This design comes from an exercise in tuning for small area, a short achievable clock period and few clock cycles per item on the open sky130 flow, not from production work. In this exercise RTL edits were held to simulation tests only and were not proved equivalent to the original. Power and IR drop assume default switching activity.

==> flow/design.v (excerpt) <==
module tlb_fifo_lru_replacement_unit #(
  parameter int unsigned ENTRIES = tlbfl_pkg::DEF_ENTRIES
) (
  input  logic                              clk,
  input  logic                              rst_n,
  input  logic                              in_valid,
  output logic                              in_ready,
  input  logic                              in_req_type,
  input  logic [tlbfl_pkg::PID_W-1:0]       in_proc_id,
  input  logic [tlbfl_pkg::PAGE_W-1:0]      in_page_num,
  input  logic [tlbfl_pkg::FRAME_W-1:0]     in_frame_in,
  output logic                              out_valid,
  input  logic                              out_ready,
  output logic                              out_hit,
  output logic [tlbfl_pkg::FRAME_W-1:0]     out_frame_out,
  output logic                              out_evicted,
  output logic [tlbfl_pkg::PAGE_W-1:0]      out_evicted_page,
  input  logic                              cfg_psel,
  input  logic                              cfg_penable,
  ...
Size: roughly 4,600 cells after synthesis, ~1,300 flip-flops, about 180 I/O pins.
clock: 7.5 ns
lec_check: 0
cap_margin: 20
core_margin: 2
core_utilization: 40
cts_cluster_diameter: 100
cts_cluster_size: 20
setup_slack_margin: 4.0
slew_margin: 20
run.sh (not shown) runs the stock make flow with config.mk's settings and CLKGATE_MAP_FILE= SYNTH_SCRIPT=/design/flow/synth_recipe.tcl, a recipe that flattens the netlist after the stock synthesis.
The starting point passed the timing, design-rule and antenna checks.
Testbench counts at the start, summed over its fixed seeds: cycles 17,632, items 17,600.
Next try:
--- a/flow/design.v
+++ b/flow/design.v
@@ -153,21 +153,21 @@
   );
   logic          req_v, req_t;
   logic [PW-1:0] req_pid;
   logic [GW-1:0] req_page;
   logic [FW-1:0] req_frame;
   logic          out_valid_r;
   logic          fire, req_ld;
   assign fire     = req_v && (!out_valid_r || out_ready);
   logic          idle_q;
   assign in_ready = idle_q || out_ready;
-  assign req_ld   = in_ready && in_valid;
+  assign req_ld   = in_ready;
   always_ff @(posedge clk) begin
     if (!rst_n) req_v <= 1'b0;
     else if (in_ready) req_v <= in_valid;
   end
   always_ff @(posedge clk) begin
     if (req_ld) begin
       req_t     <= in_req_type;
       req_pid   <= in_proc_id;
       req_page  <= in_page_num;
       req_frame <= in_frame_in;
@@ -251,34 +251,38 @@
       end
     end
     assign fifo_2nd[i] = fifo_rest[i] && (&not_after);
     assign lru_2nd[i]  = lru_rest[i] && (&not_above);
   end
   logic [4:0] cnt_q, cnt_n;
   logic       full_q, full_n, do_app, grow;
   logic [N-1:0] arm_q, arm_n;
   logic         req_v_n, app_n;
   logic       res_hit, res_ev;
-  logic [FW-1:0] res_val;
+  logic [FW-1:0] res_frame;
+  logic [GW-1:0] res_epage;
   assign do_app  = fire && app_q;
   assign grow    = do_app && !full_q;
   assign wr_v    = arm_q;
   assign wr      = (!out_valid_r || out_ready) ? arm_q : '0;
   assign top     = wr | ((fire && lru_q) ? first_q : '0);
   assign res_hit = lkp_q && hit;
   assign res_ev  = app_q && full_q;
   always_comb begin
-    res_val = '0;
+    res_frame = '0;
+    res_epage = '0;
     for (int i = 0; i < N; i++) begin
-      res_val = res_val | (frame_s[i] & {FW{first_q[i] && lkp_q}})
-                        | (page_s[i]  & {GW{ins_q[i] && app_q}});
+      res_frame = res_frame | (frame_s[i] & {FW{first_q[i]}});
+      res_epage = res_epage | (page_s[i] & {GW{ins_q[i]}});
     end
+    if (!res_hit) res_frame = '0;
+    if (!res_ev) res_epage = '0;
   end
   always_comb begin
     fifo_vic_n = fifo_vic_q;
     lru_vic_n  = lru_vic_q;
     if (|(wr & fifo_vic_q))  fifo_vic_n = (|fifo_rest) ? fifo_2nd : wr;
     else if (empty)          fifo_vic_n = wr;
     if (|(top & lru_vic_q))  lru_vic_n  = (|lru_rest) ? lru_2nd : top;
     else if (empty)          lru_vic_n  = top;
   end
   logic [4:0]   cnt_inc;
@@ -298,21 +302,21 @@
       valid_q <= '0;
       cnt_q   <= '0;
       free_q  <= N'(1);
     end else begin
       valid_q <= valid_q | wr;
       cnt_q   <= cnt_n;
       free_q  <= free_n;
     end
   end
   assign req_v_n = in_ready ? in_valid : req_v;
-  assign app_n   = req_ld ? (en && (in_req_type == tlbfl_pkg::REQ_ADD)) : app_q;
+  assign app_n   = in_ready ? (en && (in_req_type == tlbfl_pkg::REQ_ADD)) : app_q;
   assign arm_n   = (req_v_n && app_n) ? ins_n : '0;
   always_ff @(posedge clk) begin
     if (!rst_n) arm_q <= '0;
     else        arm_q <= arm_n;
   end
   always_ff @(posedge clk) begin
     fifo_vic_q <= fifo_vic_n;
     lru_vic_q  <= lru_vic_n;
     ins_q      <= ins_n;
     full_q     <= full_n;
@@ -321,33 +325,35 @@
     for (genvar b = a + 1; b < N; b++) begin : g_wb
       always_ff @(posedge clk) begin
         if (wr[a])      old_q[a][b] <= 1'b0;
         else if (wr[b]) old_q[a][b] <= 1'b1;
         if (top[a])      rec_q[a][b] <= 1'b1;
         else if (top[b]) rec_q[a][b] <= 1'b0;
       end
     end
   end
   logic          out_hit_r, out_ev_r;
-  logic [FW-1:0] out_val_r;
+  logic [FW-1:0] out_frame_r;
+  logic [GW-1:0] out_epage_r;
   always_ff @(posedge clk) begin
     if (!rst_n) begin
       out_valid_r <= 1'b0;
       idle_q      <= 1'b1;
     end else begin
       out_valid_r <= fire || (out_valid_r && !out_ready);
       idle_q      <= !req_v_n || !(fire || (out_valid_r && !out_ready));
     end
   end
   always_ff @(posedge clk) begin
     if (fire) begin
       out_hit_r   <= res_hit;
-      out_val_r   <= res_val;
+      out_frame_r <= res_frame;
       out_ev_r    <= res_ev;
+      out_epage_r <= res_epage;
     end
   end
   assign out_valid        = out_valid_r;
   assign out_hit          = out_hit_r;
-  assign out_frame_out    = out_val_r & {FW{out_hit_r}};
+  assign out_frame_out    = out_frame_r;
   assign out_evicted      = out_ev_r;
-  assign out_evicted_page = out_val_r & {GW{out_ev_r}};
+  assign out_evicted_page = out_epage_r;
 endmodule
After rerunning:
- The changed run ran to the end with no violations
- power grows slightly
- cell count stays the same
- synthesized cell count barely changes
- routed wire length grows by a few percent
- global-route usage grows by 0.79 points
- count of clock-buffer cells in the layout shrinks by 4
- sequential power grows slightly
- non-clock buffer count shrinks by 14
- setup slack loses 100 ps
- worst hold slack loses 7.7 ps
Testbench counts after the change, summed over its fixed seeds: cycles 17,632, items 17,600.

[re-timing with driven ports]
In the flow no input, the clock included, has a driving cell. The finished layouts below were timed again as built, in two steps. Step 1 assumes that a clkbuf_16 drives the clock port and a buf_2 every other input. Step 2 times the ports against the registers' clock, not the clock port: input delays grow and output delays shrink by t, the midpoint of the rising clock arrivals with the driver on. a / b / c = ideal / step 1 / step 2; a / b = the first two.
run	t (ns)	setup slack, ns	worst setup path at the end	worst register clock-pin slew, ns	cell pins on the clock port's net
the first run	0.794	3.927 / 3.938 / 3.193	input to register	0.10 / 0.10	1
the second run	0.810	3.822 / 3.826 / 3.073	input to register	0.10 / 0.10	1
After both steps every run listed still meets setup and hold. For the second run, which loses most, drivers alone change the setup slack by +0.004 ns; drivers and shift together by -0.749 ns.
